Context: an optimization exercise on an open-source flow, tuned for small area, a short achievable clock period and few clock cycles per item. The choices shown serve that exercise and are no tape-out recipe.
Function was checked by simulation only, so behaviour that the tests miss may differ from the original.
Power and IR drop assume default switching activity.

===== flow/constraint.sdc =====
create_clock -name core_clock -period 12.0 [get_ports {clk}]
set_input_delay 2.4000 -clock core_clock [delete_from_list [all_inputs] [get_ports {clk}]]
set_output_delay 2.4000 -clock core_clock [all_outputs]
set_load 0.01 [all_outputs]

===== flow/run.sh =====
#!/bin/bash
# synth_recipe.tcl (not shown) runs the flow's synth.tcl, then flattens the netlist and writes it again
# the make line also repeats each setting of config.mk as NAME=value (left out here)
make -C /OpenROAD-flow-scripts/flow DESIGN_CONFIG=/design/flow/config.mk WORK_HOME=/design/flow/orfs CLKGATE_MAP_FILE= SYNTH_SCRIPT=/design/flow/synth_recipe.tcl finish

===== flow/config.mk =====
export PLATFORM = sky130hd
export DESIGN_NAME = rgb_to_hsv_pixel_top
export DESIGN_NICKNAME = rgb_to_hsv_pixel_top
export VERILOG_FILES = /design/flow/design.v
export SDC_FILE = /design/flow/constraint.sdc
export NUM_CORES = 4
export LEC_CHECK = 0
export CAP_MARGIN = 20
export CORE_MARGIN = 2
export CORE_UTILIZATION = 40
export SLEW_MARGIN = 20

===== flow/design.v =====
package rhp_pkg;
  localparam int unsigned ChanW    = 16;
  localparam int unsigned HueW     = 19;
  localparam int unsigned SatW     = 17;
  localparam int unsigned RemW     = 17;
  localparam int unsigned QuoW     = 18;
  localparam int unsigned DivSteps = 18;
  localparam logic [HueW-1:0] HueTwo  = 19'h20000;
  localparam logic [HueW-1:0] HueFour = 19'h40000;
  localparam logic [HueW-1:0] HueSix  = 19'h60000;
  typedef enum logic [1:0] {
    SECT_RED,
    SECT_GREEN,
    SECT_BLUE
  } sector_t;
  typedef struct packed {
    logic [RemW-1:0] rem;
    logic [QuoW-1:0] quo;
  } div_lane_t;
  typedef struct packed {
    div_lane_t        hue_div;
    div_lane_t        sat_div;
    logic [ChanW-1:0] gap;
    logic [ChanW-1:0] brightness;
    logic             neg;
    sector_t          sector;
    logic             grey;
  } work_t;
endpackage
module rhp_front (
  input  logic           clk,
  input  logic           rst,
  input  logic           pix_valid,
  output logic           pix_ready,
  input  logic [15:0]    pix_red,
  input  logic [15:0]    pix_green,
  input  logic [15:0]    pix_blue,
  output rhp_pkg::work_t dout,
  output logic           dout_valid,
  input  logic           dout_ready
);
  logic [15:0]      vmax;
  logic [15:0]      vmin;
  logic [15:0]      gap;
  logic [15:0]      op_a;
  logic [15:0]      op_b;
  logic [15:0]      mag;
  logic             neg;
  rhp_pkg::sector_t sector;
  rhp_pkg::work_t   work;
  logic             valid;
  logic             load;
  always_comb begin
    vmax = pix_red;
    if (pix_green > vmax) vmax = pix_green;
    if (pix_blue > vmax) vmax = pix_blue;
    vmin = pix_red;
    if (pix_green < vmin) vmin = pix_green;
    if (pix_blue < vmin) vmin = pix_blue;
    gap = vmax - vmin;
    if (pix_red == vmax) begin
      sector = rhp_pkg::SECT_RED;
      op_a   = pix_green;
      op_b   = pix_blue;
    end else if (pix_green == vmax) begin
      sector = rhp_pkg::SECT_GREEN;
      op_a   = pix_blue;
      op_b   = pix_red;
    end else begin
      sector = rhp_pkg::SECT_BLUE;
      op_a   = pix_red;
      op_b   = pix_green;
    end
    neg = op_a < op_b;
    mag = neg ? (op_b - op_a) : (op_a - op_b);
    work.hue_div.rem = {1'b0, mag};
    work.hue_div.quo = '0;
    work.sat_div.rem = {1'b0, gap};
    work.sat_div.quo = '0;
    work.gap         = gap;
    work.brightness  = vmax;
    work.neg         = neg;
    work.sector      = sector;
    work.grey        = (gap == 16'd0);
  end
  assign pix_ready  = !valid || dout_ready;
  assign load       = pix_valid && pix_ready;
  assign dout_valid = valid;
  always_ff @(posedge clk) begin
    if (rst) begin
      valid <= 1'b0;
    end else if (pix_ready) begin
      valid <= pix_valid;
    end
  end
  always_ff @(posedge clk) begin
    if (load) begin
      dout <= work;
    end
  end
endmodule
module rhp_cell (
  input  logic           clk,
  input  logic           rst,
  input  rhp_pkg::work_t din,
  input  logic           din_valid,
  output logic           din_ready,
  output rhp_pkg::work_t dout,
  output logic           dout_valid,
  input  logic           dout_ready
);
  rhp_pkg::work_t step;
  logic           hue_ge;
  logic           sat_ge;
  logic [16:0]    hue_diff;
  logic [16:0]    sat_diff;
  logic           valid;
  always_comb begin
    step     = din;
    hue_ge   = din.hue_div.rem >= {1'b0, din.gap};
    hue_diff = din.hue_div.rem - (hue_ge ? {1'b0, din.gap} : 17'd0);
    sat_ge   = din.sat_div.rem >= {1'b0, din.brightness};
    sat_diff = din.sat_div.rem - (sat_ge ? {1'b0, din.brightness} : 17'd0);
    step.hue_div.rem = {hue_diff[15:0], 1'b0};
    step.hue_div.quo = {din.hue_div.quo[16:0], hue_ge};
    step.sat_div.rem = {sat_diff[15:0], 1'b0};
    step.sat_div.quo = {din.sat_div.quo[16:0], sat_ge};
  end
  assign din_ready  = !valid || dout_ready;
  assign dout_valid = valid;
  always_ff @(posedge clk) begin
    if (rst) begin
      valid <= 1'b0;
    end else if (din_ready) begin
      valid <= din_valid;
    end
  end
  always_ff @(posedge clk) begin
    if (din_valid && din_ready) begin
      dout <= step;
    end
  end
endmodule
module rhp_back (
  input  logic           clk,
  input  logic           rst,
  input  rhp_pkg::work_t din,
  input  logic           din_valid,
  output logic           din_ready,
  output logic           hsv_valid,
  input  logic           hsv_ready,
  output logic [18:0]    hsv_hue,
  output logic [16:0]    hsv_saturation,
  output logic [15:0]    hsv_brightness
);
  logic [17:0] hue_q1;
  logic [17:0] sat_q1;
  logic [16:0] hue_mag;
  logic [18:0] mag_ext;
  logic [18:0] hue_calc;
  logic [16:0] sat_calc;
  logic        valid;
  always_comb begin
    hue_q1  = din.hue_div.quo + 18'd1;
    sat_q1  = din.sat_div.quo + 18'd1;
    hue_mag = hue_q1[17:1];
    mag_ext = {2'b00, hue_mag};
    case (din.sector)
      rhp_pkg::SECT_RED: begin
        if (!din.neg) hue_calc = mag_ext;
        else if (hue_mag == 17'd0) hue_calc = '0;
        else hue_calc = rhp_pkg::HueSix - mag_ext;
      end
      rhp_pkg::SECT_GREEN: begin
        hue_calc = din.neg ? (rhp_pkg::HueTwo - mag_ext) : (rhp_pkg::HueTwo + mag_ext);
      end
      rhp_pkg::SECT_BLUE: begin
        hue_calc = din.neg ? (rhp_pkg::HueFour - mag_ext) : (rhp_pkg::HueFour + mag_ext);
      end
      default: hue_calc = '0;
    endcase
    sat_calc = sat_q1[17:1];
    if (din.grey) begin
      hue_calc = '0;
      sat_calc = '0;
    end
  end
  assign din_ready = !valid || hsv_ready;
  assign hsv_valid = valid;
  always_ff @(posedge clk) begin
    if (rst) begin
      valid <= 1'b0;
    end else if (din_ready) begin
      valid <= din_valid;
    end
  end
  always_ff @(posedge clk) begin
    if (din_valid && din_ready) begin
      hsv_hue        <= hue_calc;
      hsv_saturation <= sat_calc;
      hsv_brightness <= din.brightness;
    end
  end
endmodule
module rgb_to_hsv_pixel_top (
  input  logic        clk,
  input  logic        rst,
  input  logic        pix_valid,
  output logic        pix_ready,
  input  logic [15:0] pix_red,
  input  logic [15:0] pix_green,
  input  logic [15:0] pix_blue,
  output logic        hsv_valid,
  input  logic        hsv_ready,
  output logic [18:0] hsv_hue,
  output logic [16:0] hsv_saturation,
  output logic [15:0] hsv_brightness
);
  localparam int unsigned WorkW = 2 * (rhp_pkg::RemW + rhp_pkg::QuoW) + 2 * rhp_pkg::ChanW + 4;
  logic [(rhp_pkg::DivSteps+1)*WorkW-1:0] chain_d;
  logic           [0:rhp_pkg::DivSteps] chain_v;
  logic           [0:rhp_pkg::DivSteps] chain_r;
  rhp_front u_front (
    .clk        (clk),
    .rst        (rst),
    .pix_valid  (pix_valid),
    .pix_ready  (pix_ready),
    .pix_red    (pix_red),
    .pix_green  (pix_green),
    .pix_blue   (pix_blue),
    .dout       (chain_d[0 +: WorkW]),
    .dout_valid (chain_v[0]),
    .dout_ready (chain_r[0])
  );
  for (genvar i = 0; i < rhp_pkg::DivSteps; i++) begin : g_cell
    rhp_cell u_cell (
      .clk        (clk),
      .rst        (rst),
      .din        (chain_d[i*WorkW +: WorkW]),
      .din_valid  (chain_v[i]),
      .din_ready  (chain_r[i]),
      .dout       (chain_d[(i+1)*WorkW +: WorkW]),
      .dout_valid (chain_v[i+1]),
      .dout_ready (chain_r[i+1])
    );
  end
  rhp_back u_back (
    .clk            (clk),
    .rst            (rst),
    .din            (chain_d[rhp_pkg::DivSteps*WorkW +: WorkW]),
    .din_valid      (chain_v[rhp_pkg::DivSteps]),
    .din_ready      (chain_r[rhp_pkg::DivSteps]),
    .hsv_valid      (hsv_valid),
    .hsv_ready      (hsv_ready),
    .hsv_hue        (hsv_hue),
    .hsv_saturation (hsv_saturation),
    .hsv_brightness (hsv_brightness)
  );
endmodule

==> results.txt <==
==> how the worst max path moves through the flow <==
stage | start | to | slack, ns | cells past startpoint
detailed placement | pix_red[14] | u_front.dout[100] | 0.18 | 41
CTS | pix_red[14] | u_front.dout[100] | 1.08 | 41
global placement | pix_red[15] | u_front.dout[104] | 0.32 | 40
global route | pix_red[14] | u_front.dout[100] | 0.34 | 41
floorplan | pix_red[15] | u_front.dout[104] | 0.34 | 44
finish | pix_red[14] | u_front.dout[104] | 1.04 | 42
==> logic make-up (layout without fill, tap and decap cells) <==
family / count (synthesis) / count (layout) / synth area share
xor gates and xnor gates: 463 / 463 / 0.04349
buffers and inverters: 1029 / 1490 / 0.04151
adders and majority gates: 1152 / 1152 / 0.1576
DFF: 1642 / 1642 / 0.5266
muxes: 57 / 57 / 0.006253
and+or+nand+nor: 2235 / 2235 / 0.1069
other: 0 / 2 / 0
AOI/OAI and AO/OA: 1705 / 1705 / 0.1176
==> area by class of cell <==
cell class	count	area, um2	area share
Sequential cell	1642	49110	0.4690
Clock buffer	200	4367	0.04170
Antenna cell	2	5.005	0.00004779
Inverter	919	3450	0.03294
Multi-Input combinational cell	5612	40470	0.3865
Clock inverter	109	1189	0.01135
Timing Repair Buffer	262	2323	0.02219
Tap cell	3043	3807	0.03636
==> cell usage after synthesis (64+ instances only) <==
master    instances
nand2b_1        101
o21ai_0         441
xnor2_1         357
a211oi_1         64
nand2_1         823
o21a_1          162
xor2_1          106
a21boi_0        127
clkbuf_1         92
edfxtp_1       1622
a21oi_1         377
nor3_1           95
nand3_1         118
ha_1           1115
nor2_1          716
inv_1           919
a21o_1          166
nor2b_1         125
==> metrics by stage <==
stage	hold WS [ns]	util	worst slack [ns]
after floorplan	0.4003	-	0.3438
after global placement	0.4013	0.4270	0.3171
after detailed placement	0.4045	0.4270	0.1779
after CTS	0.3906	0.4509	1.076
after global routing	0.4006	0.4512	0.3350
final	0.3885	0.4512	1.038
==> power breakdown <==
| group | switching (mW) | internal (mW) | total [mW] |
|---|---|---|---|
| Sequential | 0.187 | 6.59 | 6.77 |
| Clock | 2.23 | 2.94 | 5.17 |
| Combinational | 1.55 | 1.16 | 2.71 |
==> worst max-delay path, delay by kind of cell <==
| kind | cells | cell delay, ns |
|---|---|---|
| multiplexers | 5 | 1.13 |
| adder cells (fa/ha/maj) | 3 | 1.04 |
| buffers and inverters | 9 | 1.72 |
| AO/OA/AOI/OAI | 13 | 2.59 |
| AND/OR/NAND/NOR | 12 | 2.61 |
==> sequential cells by signal, indices dropped and copies added, names as in the netlist <==
signal and cells:
u_back.valid 1, g_cell.u_cell.valid 18, g_cell.u_cell.dout 1518, u_front.dout 52
u_back.hsv_hue 19, u_back.hsv_saturation 17, u_back.hsv_brightness 16, u_front.valid 1
==> routing by layer <==
layer	wire (um)	track usage
met1	83650	0.1959
met2	104000	0.3197
met3	5614	0.02127
met4	7105	0.06202
met5	13	0
==> flow_summary.json <==
{
  "min_period_ns": 10.96,
  "crit_required_ns": 12.57,
  "slowest_stage": "clkdlybuf4s50_1",
  "syn_to_final_growth_pct": 12.30,
  "r2r_slack_ns": 5.37,
  "cts_buffers": 170,
  "cts_setup_buffers": 0,
  "synth_edf_count": 1622,
  "hold_violations": 0,
  "r2r-start": "u_front.dout[55]",
  "placed_cell_area_mm2": 0.09910,
  "worstPathArrival_ns": 11.53,
  "fp.dieH_um": 486.8,
  "portBuffers": 105,
  "grt.total_usage": 0.1700,
  "critPathMaxStageDelay_ns": 0.49,
  "fin_crit_sh": 0.9135,
  "num_vias": 60772,
  "synth-seq-cells": 1642,
  "finalNonFillerCells": 11789,
  "p_leak_nw": 42.57,
  "ys_seq_area_frac": 0.5266,
  "cts_tree": "done",
  "drt_wl_total_um": 200400,
  "synth.avg_cell_area_um2": 11.26,
  "cap_violations": 0,
  "fp.dieW_um": 486.8,
  "reg2reg_to": "g_cell[0].u_cell.dout[104]",
  "hpwlAfterDp_um": 158700,
  "num_rows": 177,
  "nets": 9811,
  "cp_max_fo": 23,
  "root_buffer": "clkbuf_16",
  "dp.cells": 11476,
  "drt-initial-drc-count": 2702,
  "ys_types": 80,
  "p_per_area_mw_per_mm2": 139.9,
  "grt_pass1_vias": 62436,
  "overflow": 0,
  "dieArea_mm2": 0.2370,
  "worst_pin_slew_ns": 1.087,
  "core_area_mm2": 0.2321,
  "final_layout_size_suffix_gt1_frac": 0.05364,
  "final_cell_mix": "edfxtp_1, ha_1, inv_1, nand2_1, nor2_1",
  "ys.flop_type": "edfxtp_1",
  "tns_ns": 0,
  "clk-insertion-delay-late_ns": 0.81,
  "skew_ns": 0.05516,
  "avgViaCountPerCell": 5.155,
  "synthDominantCellAreaShare": 0.5223,
  "critPathLaunchType": "primary input",
  "syn_area_mm2": 0.09325,
  "finalSetupViolCount": 0,
  "fillers": 21159,
  "num_io_pins": 106,
  "reg2reg_depth": 30,
  "ant_nets": 0,
  "final_cell_area_mm2": 0.1047,
  "htree_levels": 4,
  "cp-end-kind": "flip-flop",
  "holdCritStartpoint": "g_cell[11].u_cell.dout[45]",
  "slew_headroom": 0.2753,
  "synth_area_leaders": "edfxtp_1, ha_1, inv_1",
  "total_power_mw": 14.65,
  "start_util": 0.4018,
  "numClockSinks": 1642,
  "globalplace.congestion": 0.8834,
  "hold-path-endpoint": "g_cell[12].u_cell.dout[46]",
  "worstHoldPathCells": 0,
  "timing.fmax_ghz": 0.09122,
  "synth_cells": 8283,
  "synth.largest_area_cell": "edfxtp_1",
  "final_common_cell": "edfxtp_1",
  "synth_warnings": 3,
  "cts.path.max_buffers": 3,
  "ir_drop_v": 0.0001387,
  "slew_violations": 0,
  "hold_class": "flip-flop to flip-flop",
  "antenna_found_initial": 3,
  "drc_errors": 0,
  "wl_per_cell_um": 17.00,
  "criticalPathCategory": "primary input to flip-flop",
  "synth_fp_nets": 9487,
  "hold_buffers": 0,
  "grt_pass1_wl_um": 325100,
  "cts_resized": 0,
  "path_clk_slew_ns": 0.06,
  "ys_async_sr_fraction": 0,
  "grt_max_degree": 90,
  "status": "finished clean",
  "rsz0062_at_grt": "false",
  "dr.pass1.iters": 5
}
Testbench counts, summed over its fixed seeds: cycles 12,160, items 12,000.

[afterwards: timing with drivers on the ports]
The results above use ideal ports. As a check the final layout listed here was re-extracted and re-timed, cells and wires unchanged.
Step 1 (the two cells are an assumption about what drives the block):
set clk [get_ports {clk}]
set_driving_cell -lib_cell sky130_fd_sc_hd__clkbuf_16 $clk
set_driving_cell -lib_cell sky130_fd_sc_hd__buf_2 [delete_from_list [all_inputs] $clk]
Step 2 adds t to the input delays and takes it off the output delays; t is the mean of the earliest and latest rising clock arrival at the registers after step 1. Input paths then give back, and output paths get back, about the clock's delay inside the block.
a / b / c = ideal / step 1 / step 2; a / b = the first two.
t, ns: 0.881
setup WS [ns]: 1.038 / 1.096 / 0.215
hold WS [ns]: 0.388 / 0.388 / 0.388
After both steps setup and hold are still met in this run. The setup slack of this run moves by +0.058 ns with the drivers and by -0.823 ns with both steps.
